Background: an optimization exercise with open tools, aiming at small area and few clock cycles. Do not read the settings as production practice. Function was checked by simulation only, so behaviour that the tests miss may differ from the original.

### design.v
`default_nettype none
package bnn_pkg;
  localparam int XLEN      = 64;
  localparam int BUF_DEPTH = 8;
  localparam int IDX_W     = 3;
  localparam int CNT_W     = 4;
  localparam int SUM_W     = 10;
  localparam int TAG_W     = 8;
  localparam int POP_W     = 7;
  localparam logic [CNT_W-1:0] MAX_COUNT  = CNT_W'(BUF_DEPTH);
  localparam logic [XLEN-1:0]  WORD_BYTES = XLEN'(XLEN / 8);
  localparam logic [4:0] MEM_CMD_LOAD = 5'b00000;
  localparam logic [2:0] MEM_TYP_D    = 3'b011;
  typedef enum logic [6:0] {
    FUNCT_LOAD_W  = 7'd0,
    FUNCT_COMPUTE = 7'd1
  } bnn_funct_e;
  typedef enum logic [1:0] {
    MODE_NONE,
    MODE_LOAD,
    MODE_COMPUTE
  } job_mode_e;
  typedef struct packed {
    logic [6:0]      inst_funct;
    logic [4:0]      inst_rs2;
    logic [4:0]      inst_rs1;
    logic            inst_xd;
    logic            inst_xs1;
    logic            inst_xs2;
    logic [4:0]      inst_rd;
    logic [6:0]      inst_opcode;
    logic [XLEN-1:0] rs1;
    logic [XLEN-1:0] rs2;
  } rocc_cmd_t;
  typedef struct packed {
    logic [4:0]      rd;
    logic [XLEN-1:0] data;
  } rocc_resp_t;
  typedef struct packed {
    logic [XLEN-1:0]  addr;
    logic [TAG_W-1:0] tag;
    logic [4:0]       cmd;
    logic [2:0]       typ;
    logic [XLEN-1:0]  data;
  } mem_req_t;
  typedef struct packed {
    logic [TAG_W-1:0] tag;
    logic [XLEN-1:0]  data;
    logic             has_data;
  } mem_resp_t;
  typedef struct packed {
    logic busy;
  } ctrl_out_t;
  typedef struct packed {
    job_mode_e        mode;
    logic [4:0]       rd;
    logic             xd;
    logic [CNT_W-1:0] count;
    logic [XLEN-1:0]  base;
  } job_t;
endpackage
`default_nettype wire
`timescale 1ns/10ps
`default_nettype none
module bnn_ctrl_fsm (
  input  wire                             clk_i,
  input  wire                             rst_n_i,
  input  wire                             en_i,
  input  wire                             cmd_v_i,
  input  wire bnn_pkg::rocc_cmd_t         cmd_i,
  output logic                            cmd_ready_o,
  output bnn_pkg::job_t                   job_o,
  output logic                            job_start_o,
  input  wire                             job_done_i,
  input  wire [bnn_pkg::SUM_W-1:0]        sum_i,
  input  wire                             fire_i,
  output logic                            resp_v_o,
  output bnn_pkg::rocc_resp_t             resp_o,
  input  wire                             resp_ready_i,
  output logic                            busy_o
);
  typedef enum logic [1:0] {
    ST_IDLE,
    ST_RUN,
    ST_RESP
  } state_e;
  state_e        state_q;
  state_e        state_d;
  bnn_pkg::job_t job_q;
  bnn_pkg::job_t job_dec;
  logic          cmd_fire;
  always_comb begin
    job_dec.rd   = cmd_i.inst_rd;
    job_dec.xd   = cmd_i.inst_xd;
    job_dec.base = cmd_i.rs1;
    if (cmd_i.rs2 > bnn_pkg::BUF_DEPTH) begin
      job_dec.count = bnn_pkg::MAX_COUNT;
    end else begin
      job_dec.count = cmd_i.rs2[bnn_pkg::CNT_W-1:0];
    end
    case (cmd_i.inst_funct)
      bnn_pkg::FUNCT_LOAD_W:  job_dec.mode = bnn_pkg::MODE_LOAD;
      bnn_pkg::FUNCT_COMPUTE: job_dec.mode = bnn_pkg::MODE_COMPUTE;
      default: begin
        job_dec.mode  = bnn_pkg::MODE_NONE;
        job_dec.count = '0;
      end
    endcase
  end
  assign cmd_ready_o = (state_q == ST_IDLE) && en_i;
  assign cmd_fire    = cmd_v_i && cmd_ready_o;
  assign job_start_o = cmd_fire;
  assign job_o = (state_q == ST_IDLE) ? job_dec : job_q;
  always_comb begin
    state_d = state_q;
    case (state_q)
      ST_IDLE: begin
        if (cmd_fire) begin
          if (job_done_i) begin
            state_d = job_dec.xd ? ST_RESP : ST_IDLE;
          end else begin
            state_d = ST_RUN;
          end
        end
      end
      ST_RUN: begin
        if (job_done_i) begin
          state_d = job_q.xd ? ST_RESP : ST_IDLE;
        end
      end
      ST_RESP: begin
        if (resp_ready_i) begin
          state_d = ST_IDLE;
        end
      end
      default: state_d = ST_IDLE;
    endcase
  end
  always_ff @(posedge clk_i) begin
    if (!rst_n_i) begin
      state_q <= ST_IDLE;
      job_q   <= '0;
    end else begin
      state_q <= state_d;
      if (cmd_fire) begin
        job_q <= job_dec;
      end
    end
  end
  always_comb begin
    resp_o.rd   = job_q.rd;
    resp_o.data = '0;
    if (job_q.mode != bnn_pkg::MODE_NONE) begin
      resp_o.data[bnn_pkg::SUM_W-1:0] = sum_i;
      resp_o.data[bnn_pkg::XLEN-1]    = fire_i;
    end
  end
  assign resp_v_o = (state_q == ST_RESP);
  assign busy_o   = (state_q != ST_IDLE);
endmodule
`default_nettype wire
`timescale 1ns/10ps
`default_nettype none
module bnn_word_counter (
  input  wire                        clk_i,
  input  wire                        rst_n_i,
  input  wire                        job_start_i,
  input  wire [bnn_pkg::CNT_W-1:0]   count_i,
  input  wire                        req_fire_i,
  input  wire                        resp_fire_i,
  output logic [bnn_pkg::IDX_W-1:0]  issue_idx_o,
  output logic                       issue_more_o,
  output logic                       job_done_o
);
  logic [bnn_pkg::CNT_W-1:0] count_q;
  logic [bnn_pkg::CNT_W-1:0] issued_q;
  logic [bnn_pkg::CNT_W-1:0] returned_q;
  always_ff @(posedge clk_i) begin
    if (!rst_n_i) begin
      count_q    <= '0;
      issued_q   <= '0;
      returned_q <= '0;
    end else if (job_start_i) begin
      count_q    <= count_i;
      issued_q   <= '0;
      returned_q <= '0;
    end else begin
      if (req_fire_i) begin
        issued_q <= issued_q + 1'b1;
      end
      if (resp_fire_i) begin
        returned_q <= returned_q + 1'b1;
      end
    end
  end
  assign issue_idx_o  = issued_q[bnn_pkg::IDX_W-1:0];
  assign issue_more_o = (issued_q < count_q);
  assign job_done_o = (job_start_i && (count_i == '0)) ||
                      (resp_fire_i && (returned_q + 1'b1 == count_q));
endmodule
`default_nettype wire
`timescale 1ns/10ps
`default_nettype none
module bnn_addr_gen (
  input  wire                        clk_i,
  input  wire                        rst_n_i,
  input  wire                        job_start_i,
  input  wire [bnn_pkg::XLEN-1:0]    base_i,
  input  wire [bnn_pkg::IDX_W-1:0]   issue_idx_i,
  input  wire                        issue_more_i,
  input  wire                        mem_req_ready_i,
  output logic                       mem_req_v_o,
  output bnn_pkg::mem_req_t          mem_req_o,
  output logic                       req_fire_o
);
  logic [bnn_pkg::XLEN-1:0] addr_q;
  assign mem_req_v_o = issue_more_i;
  assign req_fire_o  = mem_req_v_o && mem_req_ready_i;
  always_ff @(posedge clk_i) begin
    if (!rst_n_i) begin
      addr_q <= '0;
    end else if (job_start_i) begin
      addr_q <= base_i;
    end else if (req_fire_o) begin
      addr_q <= addr_q + bnn_pkg::WORD_BYTES;
    end
  end
  always_comb begin
    mem_req_o.addr = addr_q;
    mem_req_o.tag  = {{(bnn_pkg::TAG_W - bnn_pkg::IDX_W){1'b0}}, issue_idx_i};
    mem_req_o.cmd  = bnn_pkg::MEM_CMD_LOAD;
    mem_req_o.typ  = bnn_pkg::MEM_TYP_D;
    mem_req_o.data = '0;
  end
endmodule
`default_nettype wire
`timescale 1ns/10ps
`default_nettype none
module bnn_weight_buf (
  input  wire                        clk_i,
  input  wire                        rst_n_i,
  input  wire                        wr_en_i,
  input  wire [bnn_pkg::TAG_W-1:0]   idx_i,
  input  wire [bnn_pkg::XLEN-1:0]    data_i,
  output logic [bnn_pkg::XLEN-1:0]   rd_data_o
);
  logic [bnn_pkg::XLEN-1:0] mem_q [bnn_pkg::BUF_DEPTH];
  logic [bnn_pkg::IDX_W-1:0] addr;
  assign addr = idx_i[bnn_pkg::IDX_W-1:0];
  always_ff @(posedge clk_i) begin
    if (wr_en_i) begin
      mem_q[addr] <= data_i;
    end
  end
  assign rd_data_o = mem_q[addr];
endmodule
`default_nettype wire
`timescale 1ns/10ps
`default_nettype none
module bnn_xnor_popcount (
  input  wire                        clk_i,
  input  wire                        rst_n_i,
  input  wire                        clear_i,
  input  wire                        add_i,
  input  wire [bnn_pkg::XLEN-1:0]    act_i,
  input  wire [bnn_pkg::XLEN-1:0]    weight_i,
  input  wire                        thresh_v_i,
  input  wire [bnn_pkg::XLEN-1:0]    thresh_i,
  output logic [bnn_pkg::SUM_W-1:0]  sum_o,
  output logic                       fire_o
);
  logic [bnn_pkg::XLEN-1:0]  match;
  logic [bnn_pkg::POP_W-1:0] pop_cnt;
  logic [bnn_pkg::SUM_W-1:0] acc_q;
  logic [bnn_pkg::SUM_W-1:0] thresh_q;
  function automatic logic [bnn_pkg::POP_W-1:0] popcount(
    input logic [bnn_pkg::XLEN-1:0] w
  );
    logic [bnn_pkg::POP_W-1:0] n;
    n = '0;
    for (int i = 0; i < bnn_pkg::XLEN; i++) begin
      n = n + w[i];
    end
    popcount = n;
  endfunction
  assign match   = ~(act_i ^ weight_i);
  assign pop_cnt = popcount(match);
  always_ff @(posedge clk_i) begin
    if (!rst_n_i) begin
      acc_q <= '0;
    end else if (clear_i) begin
      acc_q <= '0;
    end else if (add_i) begin
      acc_q <= acc_q + {{(bnn_pkg::SUM_W - bnn_pkg::POP_W){1'b0}}, pop_cnt};
    end
  end
  always_ff @(posedge clk_i) begin
    if (!rst_n_i) begin
      thresh_q <= '0;
    end else if (thresh_v_i) begin
      thresh_q <= thresh_i[bnn_pkg::SUM_W-1:0];
    end
  end
  assign sum_o  = acc_q;
  assign fire_o = (acc_q >= thresh_q);
endmodule
`default_nettype wire
`timescale 1ns/10ps
`default_nettype none
module bnn_rocc_accel (
  input  wire                        clk_i,
  input  wire                        rst_n_i,
  input  wire                        en_i,
  input  wire                        rocc_cmd_v_i,
  input  wire bnn_pkg::rocc_cmd_t    rocc_cmd_data_i,
  output logic                       rocc_cmd_ready_o,
  output logic                       rocc_resp_v_o,
  output bnn_pkg::rocc_resp_t        rocc_resp_data_o,
  input  wire                        rocc_resp_ready_i,
  output logic                       rocc_mem_req_v_o,
  output bnn_pkg::mem_req_t          rocc_mem_req_data_o,
  input  wire                        rocc_mem_req_ready_i,
  input  wire                        rocc_mem_resp_v_i,
  input  wire bnn_pkg::mem_resp_t    rocc_mem_resp_data_i,
  output bnn_pkg::ctrl_out_t         rocc_ctrl_o,
  input  wire                        manycore_req_val_i,
  input  wire [bnn_pkg::XLEN-1:0]    manycore_req_msg_i,
  output logic                       manycore_req_rdy_o
);
  bnn_pkg::job_t              job;
  logic                       job_start;
  logic                       job_done;
  logic [bnn_pkg::SUM_W-1:0]  sum;
  logic                       fire;
  logic                       busy;
  logic [bnn_pkg::IDX_W-1:0]  issue_idx;
  logic                       issue_more;
  logic                       req_fire;
  logic                       reply_v;
  logic                       load_wr;
  logic                       compute_add;
  logic [bnn_pkg::XLEN-1:0]   weight_rd;
  logic                       thresh_v;
  assign reply_v     = rocc_mem_resp_v_i && rocc_mem_resp_data_i.has_data;
  assign load_wr     = reply_v && (job.mode == bnn_pkg::MODE_LOAD);
  assign compute_add = reply_v && (job.mode == bnn_pkg::MODE_COMPUTE);
  assign manycore_req_rdy_o = !busy;
  assign thresh_v           = manycore_req_val_i && manycore_req_rdy_o;
  assign rocc_ctrl_o.busy   = busy;
  bnn_ctrl_fsm i_bnn_ctrl_fsm (
    .clk_i        (clk_i),
    .rst_n_i      (rst_n_i),
    .en_i         (en_i),
    .cmd_v_i      (rocc_cmd_v_i),
    .cmd_i        (rocc_cmd_data_i),
    .cmd_ready_o  (rocc_cmd_ready_o),
    .job_o        (job),
    .job_start_o  (job_start),
    .job_done_i   (job_done),
    .sum_i        (sum),
    .fire_i       (fire),
    .resp_v_o     (rocc_resp_v_o),
    .resp_o       (rocc_resp_data_o),
    .resp_ready_i (rocc_resp_ready_i),
    .busy_o       (busy)
  );
  bnn_word_counter i_bnn_word_counter (
    .clk_i        (clk_i),
    .rst_n_i      (rst_n_i),
    .job_start_i  (job_start),
    .count_i      (job.count),
    .req_fire_i   (req_fire),
    .resp_fire_i  (reply_v),
    .issue_idx_o  (issue_idx),
    .issue_more_o (issue_more),
    .job_done_o   (job_done)
  );
  bnn_addr_gen i_bnn_addr_gen (
    .clk_i           (clk_i),
    .rst_n_i         (rst_n_i),
    .job_start_i     (job_start),
    .base_i          (job.base),
    .issue_idx_i     (issue_idx),
    .issue_more_i    (issue_more),
    .mem_req_ready_i (rocc_mem_req_ready_i),
    .mem_req_v_o     (rocc_mem_req_v_o),
    .mem_req_o       (rocc_mem_req_data_o),
    .req_fire_o      (req_fire)
  );
  bnn_weight_buf i_bnn_weight_buf (
    .clk_i     (clk_i),
    .rst_n_i   (rst_n_i),
    .wr_en_i   (load_wr),
    .idx_i     (rocc_mem_resp_data_i.tag),
    .data_i    (rocc_mem_resp_data_i.data),
    .rd_data_o (weight_rd)
  );
  bnn_xnor_popcount i_bnn_xnor_popcount (
    .clk_i      (clk_i),
    .rst_n_i    (rst_n_i),
    .clear_i    (job_start),
    .add_i      (compute_add),
    .act_i      (rocc_mem_resp_data_i.data),
    .weight_i   (weight_rd),
    .thresh_v_i (thresh_v),
    .thresh_i   (manycore_req_msg_i),
    .sum_o      (sum),
    .fire_o     (fire)
  );
endmodule
`default_nettype wire
### run.sh
#!/bin/bash
# synth_recipe.tcl (not shown) runs the flow's synth.tcl, then flattens the netlist and writes it again
# the make line also repeats each setting of config.mk as NAME=value (left out here)
make -C /OpenROAD-flow-scripts/flow DESIGN_CONFIG=/design/flow/config.mk WORK_HOME=/design/flow/orfs CLKGATE_MAP_FILE= SYNTH_SCRIPT=/design/flow/synth_recipe.tcl finish
### config.mk
export PLATFORM = sky130hd
export DESIGN_NAME = bnn_rocc_accel
export DESIGN_NICKNAME = bnn_rocc_accel
export VERILOG_FILES = /design/flow/design.v
export SDC_FILE = /design/flow/constraint.sdc
export NUM_CORES = 4
export LEC_CHECK = 0
export CAP_MARGIN = 20
export CORE_MARGIN = 2
export CORE_UTILIZATION = 40
export SLEW_MARGIN = 20
### constraint.sdc
create_clock -name core_clock -period 10.0 [get_ports {clk_i}]
set_input_delay 2.0000 -clock core_clock [delete_from_list [all_inputs] [get_ports {clk_i}]]
set_output_delay 2.0000 -clock core_clock [all_outputs]
set_load 0.01 [all_outputs]
==> qor.yml <==
ys.flop_type: "edfxtp_1"
nNetsFinal: 2876
drive_gt1_share_pct: 12.7
gp_congestion: 0.869
syn_area_per_cell_um2: 13.4
firstDrtPassIters: 5
synth-compound-area-share_pct: 11.1
worst_slew_pin_slew_ns: 1.16
critPathArrivalTime_ns: 10.05
grt_setup_unrepaired: "no"
crit_path_end_kind: "flop"
final_cell_mix: "edfxtp_1 (512), clkdlybuf4s50_1 (310), a22oi_1 (246)"
timing.final.crit_share_pct: 95.8
grt_max_degree: 72
boundaryPins: 523
drv_slew: 0
status: "timing/DRC/antenna clean"
vias_per_cell: 5.36
core_mm2: 0.0683
critical_path_class: "input pin to flop"
antenna_left: 0
fill_cells: 5822
cts-root-buf: "clkbuf_16"
dieHeight_um: 266
synth-xor-area-share_pct: 4.39
hold_buffers: 0
start_util_pct: 40.3
htreeDepth: 3
async_flop_share_pct: 0
synth_fa_ha_area_share_pct: 5.81
synthSimpleGateAreaFrac_pct: 8.52
hp-class: "flop to flop"
clock_skew_ns: 0.0210
place_ws_ns: -0.957
ys_warn_count: 5
setup_violations: 0
utilization_pct: 51.0
wl_per_cell_um: 22.7
worst_slack_ns: 0.420
io_buffer_count: 314
antenna_found_initial: 8
crit_path_max_fanout: 16
critPathMostFrequentCell: "fa_1"
grt_pass1_wl_um: 115000
clkLatencyLatePin_ns: 0.63
cts_buffer_depth: 3
start_kind: "input pin"
netlist_instances: 2056
timing.fmax_mhz: 104
synth.distinct_cells: 62
ys_seq_elements: 619
cts_buffers: 68
syn-cell-area_mm2: 0.0276
synthMuxAreaShare_pct: 0.186
rows: 96
maxCapViolCount: 0
grt_pass1_vias: 18700
layout_commonest_cell: "edfxtp_1"
die_area_mm2: 0.0710
path_clk_slew_ns: 0.06
grt.total_usage_pct: 21.4
synth-edff-count: 512
hpwl_um: 52000
slowest_stage: "fa_1"
crit_family: "adder cells"
slowest_delay_ns: 0.60
clock_sinks: 619
slew_headroom_pct: 23.0
path_buf_inv: 7
cp_data_required_time_ns: 10.47
totalWireLength_um: 77600
hold_viol_final: 0
vias: 18300
fp.dieW_um: 266
overflow: 0
synth_top_family_by_area: "compound AO/OA/AOI/OAI gates"
cts_tree: "built"
synth-seq-area-share_pct: 63.6
route.detailed.drc: 0
final.min_clock_period_ns: 9.58
area_growth_pct: 26.4
drt_iter0_markers: 1470
==> cells by family after synthesis <==
logic type / after synthesis
other: 2
XOR/XNOR: 138
buffers and inverters: 328
flip-flops: 619
AO/OA/AOI/OAI: 447
multiplexers: 5
AND/OR/NAND/NOR: 422
adder cells (fa/ha/maj): 95
==> metrics by stage <==
| step | std cells | setup TNS, ns | hold WS [ns] | cell area, um^2 |
|---|---|---|---|---|
| floorplan | 2184 | 0 | 0.441 | 28100 |
| global placement | 3270 | -5.06 | 0.446 | 32100 |
| detailed placement | 3271 | -5.80 | 0.449 | 32100 |
| CTS | 3399 | 0 | 0.457 | 34400 |
| global route | 3414 | 0 | 0.488 | 34800 |
| finish | 3415 | 0 | 0.452 | 34800 |
==> path summary, 6_finish.rpt <==
check                                             startpoint                      endpoint  slack, ns  depth (start not counted)
worst max-delay path                rocc_mem_resp_data_i[67]  i_bnn_xnor_popcount.acc_q[9]       0.42                         31
worst min-delay path                i_bnn_addr_gen.addr_q[1]      i_bnn_addr_gen.addr_q[1]       0.45                          2
worst max register to register  i_bnn_weight_buf.mem_q[1][0]  i_bnn_xnor_popcount.acc_q[9]       2.20                         29
worst min register to register      i_bnn_addr_gen.addr_q[1]      i_bnn_addr_gen.addr_q[1]       0.45                          2
==> per-layer routing <==
metal  part of all wire [%]  vias up  GRT usage [%]
met5                  0.089        -              0
met4                    2.1       10           5.88
met3                    5.6      110           3.57
met2                     51      571           38.0
met1                     41     9216           27.0
li1                       -     8383              -
==> timing repair <==
| action | in CTS | in global routing |
|---|---|---|
| endpoints found under the setup margin | 6 | 6 |
| pin swaps | 6 | 40 |
| hold endpoints to repair | 0 | 0 |
| cloned | 0 | 2 |
| gates resized for setup | 12 | 62 |
| setup buffers | 5 | 11 |
==> layout make-up <==
cell class                 instances  area, um^2  share of cell area (%)
clock inverter                    37         370                    1.06
clock buffer                      86        1820                    5.23
multi-input combinational       1237        9110                    26.1
sequential                       619       17500                    50.3
inverter                          83         312                   0.895
antenna                            4        10.0                  0.0287
timing repair buffer             467        4580                    13.2
tap                              882        1100                    3.17
==> sequential cells by signal, summed over array words and instances, names as in the netlist <==
register and count:
i_bnn_word_counter.issued_q 4, i_bnn_ctrl_fsm.state_q 2, i_bnn_xnor_popcount.thresh_q 10, i_bnn_word_counter.returned_q 4, i_bnn_addr_gen.addr_q 64, i_bnn_xnor_popcount.acc_q 10
i_bnn_word_counter.count_q 4, i_bnn_weight_buf.mem_q 512, i_bnn_ctrl_fsm.job_q 9
==> cells in the mapped netlist (5+ instances only) <==
cell / number / area, um^2
nand2_1: 87 / 327
o21ai_0: 64 / 320
buf_1: 8 / 30.0
fa_1: 55 / 1100
nor3_1: 42 / 210
and4_1: 6 / 52.6
nor4_2: 7 / 87.6
buf_4: 138 / 1040
a21oi_1: 61 / 305
nor2_1: 47 / 176
a21boi_0: 24 / 180
clkbuf_1: 95 / 357
a22oi_1: 256 / 1920
nand3_1: 39 / 195
xnor2_1: 100 / 876
edfxtp_1: 512 / 15400
a21o_1: 7 / 52.6
and3_1: 11 / 68.8
a211oi_1: 7 / 52.6
or4_1: 5 / 37.5
nor2b_1: 14 / 87.6
nor3b_1: 8 / 60.1
dfxtp_1: 107 / 2140
nand4_1: 84 / 526
inv_1: 81 / 304
xor2_1: 38 / 333
nor4_1: 46 / 288
ha_1: 40 / 500
==> worst register-to-register path: cells and delay by family (launching register included) <==
family,cells,cell delay [ns]
xor+xnor,3,0.38
buf+inv,5,0.39
flops,1,0.36
compound gates,5,0.85
fa+ha+maj,12,5.20
simple gates,4,0.46
Testbench counts, summed over its fixed seeds: cycles 18,670.

re-timing with driven ports:
The results above use ideal ports. As a check the final layout listed here was re-extracted and re-timed, cells and wires unchanged. Step 1 assumes that a clkbuf_16 drives the clock port and a buf_2 every other input. Step 2 adds t to the input delays and takes it off the output delays; t is the mean of the earliest and latest rising clock arrival at the registers after step 1. Input paths then give back, and output paths get back, about the clock's delay inside the block. Three values: no drivers, after step 1, after step 2; two values: the first two.
t (ns): 0.676
slack for setup (ns): 0.420 / 0.462 / -0.214
latest minus earliest clock arrival (ns): 0.037 / 0.037
pins driven straight from the clock port: 1
Met with ideal ports but missed after step 2: setup timing in this run. The setup slack of this run moves by +0.042 ns with the drivers and by -0.634 ns with both steps.
